Source: an optimization exercise on an open RTL-to-GDS flow (aim: small area). Production flows keep margins and buffers that such runs may drop.
Function was checked by simulation only, so behaviour that the tests miss may differ from the original.
No activity file was given, so power comes from the tool's default toggle rates.

### design/flow/run.sh
#!/bin/bash
# synth_recipe.tcl (not shown) runs the flow's synth.tcl, then flattens the netlist and writes it again
# the make line also repeats each setting of config.mk as NAME=value (left out here)
make -C /OpenROAD-flow-scripts/flow DESIGN_CONFIG=/design/flow/config.mk WORK_HOME=/design/flow/orfs CLKGATE_MAP_FILE= SYNTH_SCRIPT=/design/flow/synth_recipe.tcl finish
### design/flow/config.mk
export PLATFORM = sky130hd
export DESIGN_NAME = spu_wb_stage
export DESIGN_NICKNAME = spu_wb_stage
export VERILOG_FILES = /design/flow/design.v
export SDC_FILE = /design/flow/constraint.sdc
export NUM_CORES = 4
export LEC_CHECK = 0
export CAP_MARGIN = 20
export CORE_MARGIN = 2
export CORE_UTILIZATION = 60
export SETUP_SLACK_MARGIN = 0.5
export SLEW_MARGIN = 20
### design/flow/constraint.sdc
create_clock -name core_clock -period 8.0 [get_ports {clk}]
set_input_delay 1.6000 -clock core_clock [delete_from_list [all_inputs] [get_ports {clk}]]
set_output_delay 1.6000 -clock core_clock [all_outputs]
set_load 0.01 [all_outputs]
### design/flow/design.v
module spu_wb_stage #(
  parameter int unsigned DEPTH  = 7,
  parameter int unsigned ADDR_W = 7,
  parameter int unsigned DATA_W = 128
) (
  input  logic              clk,
  input  logic              rst,
  input  logic              flush,
  input  logic              ex_v_e,
  input  logic [ADDR_W-1:0] ex_addr_e,
  input  logic [DATA_W-1:0] ex_data_e,
  input  logic [2:0]        ex_lat_e,
  input  logic              ex_v_o,
  input  logic [ADDR_W-1:0] ex_addr_o,
  input  logic [DATA_W-1:0] ex_data_o,
  input  logic [2:0]        ex_lat_o,
  output logic              rt_we_e,
  output logic [ADDR_W-1:0] rt_addr_e,
  output logic [DATA_W-1:0] rt_data_e,
  output logic              rt_we_o,
  output logic [ADDR_W-1:0] rt_addr_o,
  output logic [DATA_W-1:0] rt_data_o,
  input  logic [ADDR_W-1:0] q0_addr,
  input  logic [ADDR_W-1:0] q1_addr,
  output logic              q0_pend,
  output logic              q1_pend,
  output logic              q0_fwd_v,
  output logic              q1_fwd_v,
  output logic [DATA_W-1:0] q0_fwd_data,
  output logic [DATA_W-1:0] q1_fwd_data,
  output logic              err_lat,
  output logic              err_col,
  output logic              waw_drop
);
  localparam int unsigned NS = DEPTH - 1;
  logic [1:0]                    in_v;
  logic [1:0][ADDR_W-1:0]        in_addr;
  logic [1:0][DATA_W-1:0]        in_data;
  logic [1:0][2:0]               in_lat;
  logic [1:0][ADDR_W-1:0]        q_addr;
  logic [1:0][NS:0]              v_q, v_d;
  logic [1:0][NS:0][ADDR_W-1:0]  a_q, a_d;
  logic [1:0][NS:0][DATA_W-1:0]  s_q, s_d;    
  logic [1:0][NS:0][DATA_W-1:0]  dv;          
  logic [1:0][NS:0]              sv;          
  logic [1:0][NS:0]              hit;         
  logic [1:0][NS:0]              ins;         
  logic                          err_lat_q, err_col_q, waw_q;
  logic                          err_lat_d, err_col_d, waw_d;
  assign in_v    = {ex_v_o, ex_v_e};
  assign in_addr = {ex_addr_o, ex_addr_e};
  assign in_data = {ex_data_o, ex_data_e};
  assign in_lat  = {ex_lat_o, ex_lat_e};
  assign q_addr  = {q1_addr, q0_addr};
  always_comb begin
    for (int p = 0; p < 2; p++) begin
      for (int k = 0; k <= NS; k++) begin
        dv[p][k] = (k % 2 == 1) ? ~s_q[p][k] : s_q[p][k];
        sv[p][k] = (k < NS) ? v_q[p][k+1] : 1'b0;
        hit[p][k] = (in_lat[p] == 3'(k + 1));
        ins[p][k] = hit[p][k] & ~sv[p][k];
      end
    end
  end
  always_comb begin
    for (int p = 0; p < 2; p++) begin
      for (int k = 0; k <= NS; k++) begin
        logic [DATA_W-1:0] nd;
        if (k == NS) begin
          a_d[p][k] = in_addr[p];
          nd        = in_data[p];
        end else begin
          a_d[p][k] = ins[p][k] ? in_addr[p] : a_q[p][k+1];
          nd        = ins[p][k] ? in_data[p] : dv[p][k+1];
        end
        s_d[p][k] = (k % 2 == 1) ? ~nd : nd;
      end
    end
  end
  always_comb begin
    logic lat0, col;
    lat0 = 1'b0;
    col  = 1'b0;
    for (int p = 0; p < 2; p++) begin
      lat0 = lat0 | (in_v[p] & (in_lat[p] == 3'd0));
      col  = col  | (in_v[p] & |(hit[p] & sv[p]));
      for (int k = 0; k <= NS; k++)
        v_d[p][k] = ~flush & (sv[p][k] | (in_v[p] & hit[p][k]));
    end
    waw_d     = v_d[0][0] & v_d[1][0] & (a_d[0][0] == a_d[1][0]);
    v_d[0][0] = v_d[0][0] & ~waw_d;
    err_lat_d = ~flush & lat0;
    err_col_d = ~flush & col;
  end
  always_ff @(posedge clk) begin
    if (!rst) begin
      v_q       <= '0;
      err_lat_q <= 1'b0;
      err_col_q <= 1'b0;
      waw_q     <= 1'b0;
    end else begin
      v_q       <= v_d;
      err_lat_q <= err_lat_d;
      err_col_q <= err_col_d;
      waw_q     <= waw_d;
    end
  end
  always_ff @(posedge clk) begin
    a_q <= a_d;
    s_q <= s_d;
  end
  logic [1:0]             q_pend;
  logic [1:0][DATA_W-1:0] fwd_data;
  always_comb begin
    for (int q = 0; q < 2; q++) begin
      logic              found;
      logic [DATA_W-1:0] acc;
      found = 1'b0;
      acc   = '0;
      for (int k = NS; k >= 1; k--) begin
        for (int p = 1; p >= 0; p--) begin
          logic m;
          m = v_q[p][k] & (a_q[p][k] == q_addr[q]);
          acc = acc | ({DATA_W{m & ~found}} & dv[p][k]);
          found = found | m;
        end
      end
      q_pend[q]   = found;
      fwd_data[q] = acc;
    end
  end
  assign q0_pend     = q_pend[0];
  assign q1_pend     = q_pend[1];
  assign q0_fwd_v    = q_pend[0];
  assign q1_fwd_v    = q_pend[1];
  assign q0_fwd_data = fwd_data[0];
  assign q1_fwd_data = fwd_data[1];
  assign rt_we_e   = v_q[0][0];
  assign rt_addr_e = a_q[0][0];
  assign rt_data_e = s_q[0][0];
  assign rt_we_o   = v_q[1][0];
  assign rt_addr_o = a_q[1][0];
  assign rt_data_o = s_q[1][0];
  assign err_lat   = err_lat_q;
  assign err_col   = err_col_q;
  assign waw_drop  = waw_q;
endmodule
==> impl_metrics.toml, run 1 <==
[layout]
area_growth_pct = 18.41
finalNonFillerCells = 10870
final_util_pct = 71.59
layout-drive-gt1-share_pct = 7.840
final_nets = 9215

[logic_synthesis]
ys_top_cells_by_count = "dfxtp_1, o21ai_0, nand2_1"
seq_area_frac_synth_pct = 47.32
synth.avg_cell_area_um2 = 9.270
synth_top_family_by_area = "compound AO/OA/AOI/OAI gates"
synthXorXnorAreaFrac_pct = 1.900
dominantRegCellSynth = "dfxtp_1"
synth_most_common_cell = "dfxtp_1"
netlist_area_mm2 = 0.08068
muxShareOfSynthArea_pct = 11.12
yosys-top-cells-area = "dfxtp_1, mux2i_1, o21ai_0"
synthAdderAreaFrac_pct = 0
ys_ff_latch = 1907
synth_warnings = 1
synth_top_area_share_pct = 47.32
synth-simple-area-share_pct = 9.590
synth_largest_area_cell = "dfxtp_1"
syn_inst = 8704
synthArstFlopShare_pct = 0
synth.distinct_cells = 63
synth_edf_count = 0
synth.net_count = 8999
synth_compound_area_share_pct = 23.68

[placed_design]
place_hpwl_um = 203300
routabilityCongestion = 0.9674
dpl.cell_count = 10490
portBuffers = 829

[global_routing]
gr-total-overflow = 0
grt_pass1_vias = 72100
antenna_found_initial = 40
grt_max_degree = 182
grt_use_total_pct = 47.54
grt_pass1_wl_um = 484500

[sta]
worst_pin_slew_ps = 1170
holdWs_ps = 448.5
skew_ps = 23.42
slew_violations = 0
setup_tns_ps = 0
rsz0062_at_grt = "no"
setup_violations = 0
finalCritPeriodShare_pct = 93.68
relSlewSlack_pct = 21.72
hold_viol = 0
period_minus_slack_ps = 7495
fmax_mhz = 133.4

[setup_path]
cp_max_fo = 46
worstPathRequired_ps = 6400
path_class = "in2out"
endpoint_kind = "primary output"
critical_path_arrival_ps = 5890
critPathMaxStageDelay_ps = 760
cp-start-kind = "primary input"
cp_cell_sequence = "clkdlybuf4s50_1 > buf_4 > xor2_1 > nor4_1 > and4_4 > buf_4 > a22o_1 > a211oi_1 > nand3_1 > clkdlybuf4s50_1"
slowest_stage = "buf_4"

[floorplanning]
rows = 134
die_h_um = 370.7
start_util_pct = 60.46
die-width_um = 370.7
die_area_mm2 = 0.1374
coreArea_mm2 = 0.1335
pin_count = 830

[power_and_ir_drop]
finalPower_uw = 22770
power_density_mw_per_mm2 = 238.3
p_leak_uw = 0.03585
max-vdd-ir-drop_uv = 218.7

[clock_network]
clock_latency_ps = 840
cts_sinks = 1907
htreeDepth = 4
numCtsBuffers = 190
cts_buffer_depth = 3
cts_root_buf = "clkbuf_16"
cts.clk_slew.worst_paths_ps = 60
cts_tree = "done"

[routing]
drtIter0Drc = 11370
drc = 0
drtPass1Iterations = 14
wl_met3_um = 47820
top_layer = "met5"
wl_per_cell_um = 31.51
routedLengthMet1_um = 122300
num_vias = 75930
routed_wl_um = 342500
drtAntennaViolNets = 0
vias_per_cell = 6.984
wl_met2_um = 144000

[hold_path]
hold_class = "reg2reg"

[status]
status = "complete, no violations"

[flow_run]
drv_cap = 0
==> cell type report <==
cell class | count | area (um^2)
Antenna cell | 22 | 55.05
Clock buffer | 283 | 5734
Clock inverter | 71 | 807.0
Fill cell | 10200 | 37920
Inverter | 30 | 112.6
Multi-Input combinational cell | 5745 | 37590
Sequential cell | 1907 | 38180
Tap cell | 1768 | 2212
Timing Repair Buffer | 1046 | 10850
==> state kept, by name, summed over array words and instances (netlist names) <==
| name | flops |
|---|---|
| a_q | 98 |
| err_col_q | 1 |
| err_lat_q | 1 |
| s_q | 1792 |
| v_q | 14 |
| waw_q | 1 |
==> placed cells by master, fill, tap and decap left out, types with 70 or more instances in the layout <==
| cell type | Yosys | layout |
|---|---|---|
| mux2i_1 | 801 | 801 |
| o22ai_1 | 92 | 92 |
| a211oi_1 | 74 | 74 |
| o22a_1 | 74 | 74 |
| xor2_1 | 73 | 73 |
| nand2_1 | 996 | 995 |
| or3_1 | 70 | 70 |
| clkdlybuf4s50_1 | 0 | 828 |
| a21oi_1 | 268 | 268 |
| o311ai_0 | 91 | 91 |
| clkbuf_16 | 0 | 199 |
| buf_12 | 0 | 72 |
| o2111ai_1 | 93 | 91 |
| o221ai_1 | 297 | 297 |
| nand3_1 | 102 | 100 |
| buf_4 | 291 | 143 |
| dfxtp_1 | 1907 | 1907 |
| o21ai_0 | 1163 | 1162 |
| xnor2_1 | 102 | 102 |
| nor2_1 | 521 | 513 |
| a2bb2oi_1 | 216 | 216 |
| a22o_1 | 74 | 74 |
| o2bb2a_1 | 75 | 75 |
| mux2_2 | 85 | 85 |
==> where the power goes <==
part | switching [uW] | total [uW] | internal, uW
sequential | 835 | 11400 | 10500
clock | 3930 | 9400 | 5470
combinational | 1030 | 2010 | 975
total | 5800 | 22800 | 17000
==> per-layer routing <==
metal	up-vias	global-route usage [%]
met5	-	0.03497
met1	35770	58.38
met4	32	35.42
met2	6488	69.86
met3	1659	14.94
li1	31980	-
==> timing repair <==
action                                  4_1_cts  5_1_grt
setup buffers                                 0        5
endpoints found under the setup margin        0        6
hold buffers                                  0        0
resized for setup                             0        3
==> worst max-delay path: cells and delay by family <==
kind / cells / cell delay (ps)
XOR/XNOR: 1 / 160
buffers and inverters: 4 / 2370
AND/OR/NAND/NOR: 3 / 1330
AO/OA/AOI/OAI: 2 / 350
==> stage by stage <==
stage | cell area (um^2) | setup slack (ps)
2_1_floorplan | 80680 | 2643
5_1_grt | 95530 | 516.7
3_5_place_dp | 88880 | 636.5
4_1_cts | 95420 | 613.6
3_3_place_gp | 88880 | 667.7
6_report | 95540 | 505.4
==> worst paths after layout <==
path	startpoint	to	slack (ps)	depth (start not counted)
worst min-delay path	s_q[1490]	s_q[1362]	450	1
worst max register to register	v_q[1]	s_q[7]	4820	4
worst max-delay path	q1_addr[1]	q1_fwd_data[40]	510	10
worst min register to register	s_q[1490]	s_q[1362]	450	1
==> cell families after synthesis <==
kind of cell | Yosys count
DFF | 1907
AOI/OAI and AO/OA | 2832
muxes | 886
buffers and inverters | 1052
xor gates and xnor gates | 175
and+or+nand+nor | 1852
==> run 2, diff against run 1 <==
--- a/design/flow/design.v
+++ b/design/flow/design.v
@@ -55,7 +55,7 @@
   always_comb begin
     for (int p = 0; p < 2; p++) begin
       for (int k = 0; k <= NS; k++) begin
-        dv[p][k] = (k % 2 == 1) ? ~s_q[p][k] : s_q[p][k];
+        dv[p][k] = s_q[p][k];
         sv[p][k] = (k < NS) ? v_q[p][k+1] : 1'b0;
         hit[p][k] = (in_lat[p] == 3'(k + 1));
         ins[p][k] = hit[p][k] & ~sv[p][k];
@@ -71,9 +71,9 @@
           nd        = in_data[p];
         end else begin
           a_d[p][k] = ins[p][k] ? in_addr[p] : a_q[p][k+1];
-          nd        = ins[p][k] ? in_data[p] : dv[p][k+1];
+          nd        = ({DATA_W{ins[p][k]}} & in_data[p]) | ({DATA_W{sv[p][k]}} & dv[p][k+1]);
         end
-        s_d[p][k] = (k % 2 == 1) ? ~nd : nd;
+        s_d[p][k] = nd;
       end
     end
   end
@@ -111,23 +111,33 @@
   end
   logic [1:0]             q_pend;
   logic [1:0][DATA_W-1:0] fwd_data;
+  logic [1:0][NS:1][1:0]  fsel;    
   always_comb begin
     for (int q = 0; q < 2; q++) begin
-      logic              found;
-      logic [DATA_W-1:0] acc;
+      logic found;
       found = 1'b0;
-      acc   = '0;
       for (int k = NS; k >= 1; k--) begin
         for (int p = 1; p >= 0; p--) begin
           logic m;
           m = v_q[p][k] & (a_q[p][k] == q_addr[q]);
-          acc = acc | ({DATA_W{m & ~found}} & dv[p][k]);
+          fsel[q][k][p] = m & ~found;
           found = found | m;
         end
       end
-      q_pend[q]   = found;
-      fwd_data[q] = acc;
+      q_pend[q] = found;
     end
+  end
+  logic [NS:1][1:0][DATA_W-1:0] fdin;
+  always_comb
+    for (int k = 1; k <= NS; k++)
+      for (int p = 0; p < 2; p++)
+        fdin[k][p] = s_q[p][k];
+  for (genvar q = 0; q < 2; q++) begin : g_fwd
+    spu_wb_fwd_mux #(.N(2 * NS), .W(DATA_W)) u_mux (
+      .sel (fsel[q]),
+      .din (fdin),
+      .dout(fwd_data[q])
+    );
   end
   assign q0_pend     = q_pend[0];
   assign q1_pend     = q_pend[1];
@@ -145,3 +155,36 @@
   assign err_col   = err_col_q;
   assign waw_drop  = waw_q;
 endmodule
+module spu_wb_fwd_mux #(
+  parameter int unsigned N = 12,
+  parameter int unsigned W = 128
+) (
+  input  logic [N-1:0]        sel,
+  input  logic [N-1:0][W-1:0] din,
+  output logic [W-1:0]        dout
+);
+  for (genvar b = 0; b < W; b++) begin : g_bit
+    logic [N/3-1:0] t;
+    for (genvar g = 0; g < N / 3; g++) begin : g_grp
+      spu_wb_aoi222 u_aoi (
+        .a1(sel[3*g]),   .a2(din[3*g][b]),
+        .b1(sel[3*g+1]), .b2(din[3*g+1][b]),
+        .c1(sel[3*g+2]), .c2(din[3*g+2][b]),
+        .y (t[g])
+      );
+    end
+    spu_wb_nand4 u_nand (.a(t[0]), .b(t[1]), .c(t[2]), .d(t[3]), .y(dout[b]));
+  end
+endmodule
+module spu_wb_aoi222 (
+  input  logic a1, a2, b1, b2, c1, c2,
+  output logic y
+);
+  assign y = ~((a1 & a2) | (b1 & b2) | (c1 & c2));
+endmodule
+module spu_wb_nand4 (
+  input  logic a, b, c, d,
+  output logic y
+);
+  assign y = ~(a & b & c & d);
+endmodule
==> design/flow/flow/run.sh (new file) <==
#!/bin/bash
set -euo pipefail
export BUFFER_PORTS_ARGS="-buffer_cell sky130_fd_sc_hd__buf_1"
export CTS_ARGS="-sink_clustering_enable -repair_clock_nets -dont_use_dummy_load"
bash standard.sh finish > standard_flow.log 2>&1
==> design/flow/standard.sh (new file) <==
#!/bin/bash
# synth_recipe.tcl (not shown) runs the flow's synth.tcl, then flattens the netlist and writes it again
# the make line also repeats each setting of config.mk as NAME=value (left out here)
make -C /OpenROAD-flow-scripts/flow DESIGN_CONFIG=/design/flow/config.mk WORK_HOME=/design/flow/orfs CLKGATE_MAP_FILE= SYNTH_SCRIPT=/design/flow/synth_recipe.tcl "${@:-finish}"
--- a/design/flow/config.mk
+++ b/design/flow/config.mk
@@ -10,3 +10,5 @@
 export CORE_UTILIZATION = 60
 export SETUP_SLACK_MARGIN = 0.5
 export SLEW_MARGIN = 20
+export SYNTH_HIERARCHICAL = 1
+export SYNTH_MINIMUM_KEEP_SIZE = 0
removed: design/flow/run.sh
==> run 2 against run 1 <==
  * Still clean on timing, DRC and antenna
  * Worst setup slack better by 370 ps
  * Sequential power shrank 11%
  * Worst hold slack better by 20 ps
  * Maximum frequency is 5.1% higher
==> impl_metrics.toml, run 2 <==
[global_routing]
grt_pass1_wl_um = 462800
grt_use_total_pct = 52.15
antenna_found_initial = 69
gr-total-overflow = 0
grt_pass1_vias = 65950
grt_max_degree = 136

[power_and_ir_drop]
swShare_pct = 23.68
switchingPower_uw = 4431
seq_power_share_pct = 54.3
p_leak_uw = 0.02843
finalPower_uw = 18710
p_int_uw = 14280
pwr-share-comb_pct = 5.2
power_density_mw_per_mm2 = 237.7
pwr-share-clk_pct = 40.5
max-vdd-ir-drop_uv = 237.9

[floorplanning]
die-width_um = 347.2
pin_count = 830
coreArea_mm2 = 0.1165
start_util_pct = 60.66
rows = 125
die_area_mm2 = 0.1206
die_h_um = 347.2

[layout]
max_flop_register = "s_q"
fillers = 9116
largest_reg_flops = 1792
area_growth_pct = 11.37
final_util_pct = 67.56
layout-drive-gt1-share_pct = 7.031
final_common_cell = "dfxtp_1"
reg_top3 = "s_q x1792, a_q x98, v_q x14"
seqCellArea_mm2 = 0.03822
multi_input_area_mm2 = 0.02912
final_nets = 6612
layout_common_cells = "dfxtp_1, a22o_1, a222oi_1, buf_1, nand4_1"

[routing]
drtIter0Drc = 16560
num_vias = 68480
drc = 0
vias_per_cell = 8.687
routed_wl_um = 333100
drtPass1Iterations = 22
drtAntennaViolNets = 0
wl_per_cell_um = 42.25

[sta]
rsz0062_at_grt = "no"
holdWs_ps = 468.4
fmax_mhz = 140.3
finalCritPeriodShare_pct = 89.11
period_minus_slack_ps = 7129
relSlewSlack_pct = 13.71
skew_ps = 69.94
finalWorstSetupSlack_ps = 871.2
worst_pin_slew_ps = 1294
hold_viol = 0
setup_violations = 0
slew_violations = 0

[logic_synthesis]
dominantRegCellSynth = "dfxtp_1"
synth.avg_cell_area_um2 = 12.13
synthArstFlopShare_pct = 0
synth.net_count = 6120
synth_most_common_cell = "dfxtp_1"
synth.distinct_cells = 39
synth_top_area_share_pct = 54.01
synth_edf_count = 0
ys_ff_latch = 1907
syn_inst = 5825
ys_top_cells_by_count = "dfxtp_1, a22o_1, a222oi_1"
seq_area_frac_synth_pct = 54.01
synth_warnings = 7
netlist_area_mm2 = 0.07069
synth_largest_area_cell = "dfxtp_1"
yosys-top-cells-area = "dfxtp_1, a22o_1, a222oi_1"

[clock_network]
numCtsBuffers = 188
clock_latency_ps = 820
htreeDepth = 4
cts_hold_buf = 0
cts.clk_slew.worst_paths_ps = 50
cts_buffer_depth = 3
cts_root_buf = "clkbuf_16"
cts_tree = "done"
post-cts-setup-buffers = 0
cts-resized-gates = 0
cts_sinks = 1907

[flow_run]
drv_cap = 0

[setup_path]
critPathCapture = "q0_fwd_data[6]"
critical_path_arrival_ps = 5530
r2r-start = "v_q[1]"
worstPathRequired_ps = 6400
reg2reg_depth = 7
path_class = "in2out"
r2r-end = "waw_q"
cp_max_fo = 45
r2r_setup_slack_ps = 4210
cp-startpoint = "q0_addr[2]"
endpoint_kind = "primary output"
cp-start-kind = "primary input"

[status]
status = "complete, no violations"

[hold_path]
hold_class = "reg2reg"

[placed_design]
pre_cts_ws_ps = 1198
routabilityCongestion = 0.9606
place_hpwl_um = 168700
portBuffers = 829
run 2: changes by cell type after synthesis, sizes merged, moves of 93 or more:
cell     change
nand2      -985
clkbuf     -250
a2bb2oi    -216
nand4      +234
a222oi    +1024
o2111ai     -93
o21ai     -1175
a22o      +1462
nand3       -99
a21oi      -260
mux2i      -792
o221ai     -297
buf        -119
nor2       -481
run 2: how the worst min path moves through the flow:
stage	cells past startpoint	slack, ps	from	to
floorplan	1	480	s_q[128]	s_q[0]
global placement	1	480	s_q[1588]	s_q[1460]
detailed placement	1	490	s_q[1557]	s_q[1429]
CTS	1	460	s_q[1774]	s_q[1646]
global route	1	490	s_q[1299]	s_q[1171]
finish	1	470	s_q[1659]	s_q[1531]
run 2: kinds of logic (layout without fill, tap and decap cells):
family	count (synthesis)	in the layout	share of synthesized area [%]
AO/OA/AOI/OAI	2584	2584	33.75
XOR/XNOR	175	175	2.168
buffers and inverters	660	1150	5.185
flip-flops	1907	1907	54.01
multiplexers	88	88	1.386
other	0	44	0
AND/OR/NAND/NOR	411	411	3.505
run 2: per-layer routing:
layer  part of all wire (%)  track usage (%)  vias up
li1                       -                -    26020
met1                     32            61.73    32730
met2                     41            74.99     7481
met3                     18            21.86     2199
met4                    9.0            39.35       58
met5                   0.14            1.040        -
run 2: through the flow:
step	TNS, ps	std cells	instance area (um^2)
CTS	0	7839	78610
floorplan	-1549520	5825	70750
finish	0	7883	78720
global route	0	7876	78700
detailed placement	0	7651	73900
global placement	0	7651	73900
run 2: critical path, stage by stage:
cell and delay [ps]:
buf_1 580, buf_4 270, xnor2_1 130, nand4_1 220, nor2_1 360, a211o_1 420
nor4_4 100, buf_12 280, buf_4 340, a222oi_1 340, nand4_1 540, buf_1 290
run 2: power by group through the flow:
stage	clock network, uW	logic (uW)	registers (uW)
2_1_floorplan	0	560	10200
3_3_place_gp	0	905	10300
3_5_place_dp	0	917	10300
4_1_cts	7510	921	10100
5_1_grt	7890	992	10200
6_report	7580	974	10200
run 2: layout make-up:
type | instances | share of cell area, %
multi-input cells | 3258 | 36.99
clock buffers | 188 | 5.976
well taps | 1524 | 2.422
flip-flops and latches | 1907 | 48.55
diodes | 44 | 0.1399
inverters | 7 | 0.03338
repair buffers | 955 | 5.886
run 2: per-module statistics from Yosys, one instance, submodules excluded, a selection:
| module | times used | flip-flops and latches | cell area [um^2] | cells |
|---|---|---|---|---|
| spu_wb_aoi222 | 1024 | 0 | 10.01 | 1 |
| spu_wb_nand4 | 256 | 0 | 6.256 | 1 |
| spu_wb_stage | 1 | 1907 | 58830 | 4545 |
==> run 3, diff against run 2 <==
==> design/flow/flow/run.sh (replaced) <==
#!/bin/bash
set -euo pipefail
export BUFFER_PORTS_ARGS="-buffer_cell sky130_fd_sc_hd__buf_1"
export CTS_ARGS="-sink_clustering_enable -repair_clock_nets -dont_use_dummy_load -buf_list sky130_fd_sc_hd__clkbuf_8 -sink_clustering_size 16 -sink_clustering_max_diameter 50"
bash standard.sh finish > standard_flow.log 2>&1
--- a/design/flow/config.mk
+++ b/design/flow/config.mk
@@ -7,7 +7,7 @@
 export LEC_CHECK = 0
 export CAP_MARGIN = 20
 export CORE_MARGIN = 2
-export CORE_UTILIZATION = 60
+export CORE_UTILIZATION = 70
 export SETUP_SLACK_MARGIN = 0.5
 export SLEW_MARGIN = 20
 export SYNTH_HIERARCHICAL = 1
==> run 3 against run 2 <==
  * Worst setup slack worse by 100 ps
  * Highest routed layer unchanged
  * Cell area decreased by 3.5%
  * Critical path depth down 2
  * Via count rose by 1.6%
  * Cell count down 3.0%
==> impl_metrics.toml, run 3 <==
[floorplanning]
rows = 116
coreArea_mm2 = 0.1001
start_util_pct = 70.58
die-width_um = 321.8
pin_count = 830
die_h_um = 321.8
die_area_mm2 = 0.1035

[layout]
layout_common_cells = "dfxtp_1, a22o_1, a222oi_1, buf_1, nand4_1"
final_nets = 6585
layout.cell_area.non_filler_mm2 = 0.07594
finalNonFillerCells = 7649
reg_top3 = "s_q x1792, a_q x98, v_q x14"
final_util_pct = 75.83
final_common_cell = "dfxtp_1"
largest_reg_flops = 1792
max_flop_register = "s_q"
fillers = 7001
layout-drive-gt1-share_pct = 6.632
area_growth_pct = 7.436

[logic_synthesis]
synth.distinct_cells = 39
synth_top_area_share_pct = 54.01
synth_warnings = 7
synth_edf_count = 0
synth.net_count = 6120
ys_top_cells_by_count = "dfxtp_1, a22o_1, a222oi_1"
synth_largest_area_cell = "dfxtp_1"
yosys-top-cells-area = "dfxtp_1, a22o_1, a222oi_1"
synth_most_common_cell = "dfxtp_1"
synth.avg_cell_area_um2 = 12.13
syn_inst = 5825
ys_ff_latch = 1907
seq_area_frac_synth_pct = 54.01
netlist_area_mm2 = 0.07069
synthArstFlopShare_pct = 0
dominantRegCellSynth = "dfxtp_1"

[clock_network]
cts_tree = "done"
cts_sinks = 1907
cts_root_buf = "clkbuf_8"
cts_buffer_depth = 3
htreeDepth = 4
cts.clk_slew.worst_paths_ps = 100
clock_latency_ps = 920
cts-resized-gates = 0
post-cts-setup-buffers = 0
cts_hold_buf = 0
numCtsBuffers = 152

[placed_design]
place_hpwl_um = 164500
place_area_mm2 = 0.07364
dpl.cell_count = 7432
portBuffers = 829
routabilityCongestion = 1.005
pre_cts_ws_ps = 1175

[sta]
hold_viol = 0
worst_pin_slew_ps = 1357
rsz0062_at_grt = "no"
relSlewSlack_pct = 9.550
fmax_mhz = 138.3
finalCritPeriodShare_pct = 90.41
slew_violations = 0
skew_ps = 91.32
period_minus_slack_ps = 7232
finalWorstSetupSlack_ps = 767.5
setup_violations = 0

[routing]
num_vias = 69550
drc = 0
drtIter0Drc = 20120
wl_per_cell_um = 41.40
routed_wl_um = 316700
vias_per_cell = 9.092
drtPass1Iterations = 19
drtAntennaViolNets = 0

[power_and_ir_drop]
p_int_uw = 11870
pwr-share-clk_pct = 30.0
power_density_mw_per_mm2 = 209.2
max-vdd-ir-drop_uv = 175.8
switchingPower_uw = 4017
pwr-share-comb_pct = 6.1
seq_power_share_pct = 63.9
p_leak_uw = 0.02726
swShare_pct = 25.28

[setup_path]
cp_cell_sequence = "buf_1 > xnor2_1 > nand4_1 > nor2_1 > or4_4 > nor4b_4 > buf_4 > a222oi_1 > nand4_1 > buf_1"
worstPathRequired_ps = 6400
cp_max_fo = 20
critical_path_arrival_ps = 5630
critPathMaxStageDelay_ps = 890
endpoint_kind = "primary output"
cp-start-kind = "primary input"
path_class = "in2out"
slowest_stage = "nor4b_4"

[global_routing]
grt_use_total_pct = 57.83
grt_pass1_wl_um = 441600
antenna_found_initial = 79
gr-total-overflow = 0
grt_max_degree = 136
grt_pass1_vias = 66170

[hold_path]
hold_class = "reg2reg"

[flow_run]
drv_cap = 0

[status]
status = "complete, no violations"
[run 3: cell counts after synthesis]
No cell type changed its count.
[run 3: layout make-up]
cell class	count	area, um^2	area share, %
Timing Repair Buffer	964	4703	6.193
Sequential cell	1907	38220	50.33
Antenna cell	63	157.7	0.2076
Tap cell	1298	1624	2.139
Inverter	7	26.28	0.03460
Clock buffer	152	2092	2.755
Multi-Input combinational cell	3258	29120	38.34
[run 3: per-layer routing]
metal	part of all wire, %	track usage [%]
met3	20	28.60
met2	39	77.73
met5	0.089	0.3783
met1	31	68.89
met4	10	47.58
[run 3: path summary, 6_finish.rpt]
| kind | from | to | slack (ps) | cells past startpoint |
|---|---|---|---|---|
| worst min register to register | s_q[1026] | s_q[898] | 470 | 1 |
| worst max register to register | v_q[1] | s_q[97] | 4640 | 4 |
| worst min-delay path | s_q[1026] | s_q[898] | 470 | 1 |
| worst max-delay path | q1_addr[4] | q1_fwd_data[62] | 770 | 10 |
[run 3: power by group through the flow]
| stage | sequential, uW | combinational [uW] | clock [uW] |
|---|---|---|---|
| global placement | 10300 | 884 | 0 |
| finish | 10200 | 974 | 4760 |
| CTS | 10100 | 908 | 4660 |
| global route | 10200 | 983 | 5020 |
| floorplan | 10200 | 560 | 0 |
| detailed placement | 10300 | 905 | 0 |
[run 3: per-module statistics from Yosys, one instance, submodules excluded, a selection]
module         cells inside  times used  flops+latches  area (um^2)
spu_wb_nand4              1         256              0        6.256
spu_wb_stage           4545           1           1907        58830
spu_wb_aoi222             1        1024              0        10.01
[run 3: per-stage QoR]
stage          setup TNS [ps]  total power, uW  hold WS (ps)
4_1_cts                     0            15690         462.2
6_report                    0            15890         466.8
3_3_place_gp                0            11210         479.4
3_5_place_dp                0            11250         489.3
5_1_grt                     0            16180         479.2
2_1_floorplan        -1549520            10800         475.4
[run 3: cells by family after synthesis]
family	Yosys count	synth area share, %
AOI/OAI and AO/OA	2584	33.75
xor gates and xnor gates	175	2.168
buffers and inverters	660	5.185
DFF	1907	54.01
muxes	88	1.386
and+or+nand+nor	411	3.505
[run 3: worst max-delay path, delay by kind of cell]
family,cells,cell delay [ps]
AO/OA/AOI/OAI,1,210
AND/OR/NAND/NOR,5,1950
XOR/XNOR,1,150
buffers and inverters,3,1670

[static timing again, ports no longer ideal]
How much do the figures lean on ideal ports? The routed layouts below were timed once more, with nothing changed but the port constraints.
Step 1: set_driving_cell puts a clkbuf_16 on clk and a buf_2 on each other input, an assumption about the parent block.
Step 2, shift: input delay + t, output delay - t, t = (earliest + latest rising clock arrival at the registers) / 2. This alone moves slack from input paths to output paths.
Slacks: no drivers / after step 1 / after step 2; pairs: no drivers / after step 1.
run	t (ns)	slack for setup (ns)	worst setup path at the end	worst data-port slew with drivers (ns)	cell pins on the clock port's net
run 1	0.913	0.505 / 0.483 / 0.483	input to output	0.21	1
run 2	0.876	0.871 / 0.832 / 0.832	input to output	0.31	1
run 3	0.966	0.768 / 0.739 / 0.739	input to output	0.23	1
After both steps setup and hold are still met in every run listed. The setup slack of run 2, which loses most, moves by -0.039 ns with the drivers and by -0.039 ns with both steps.
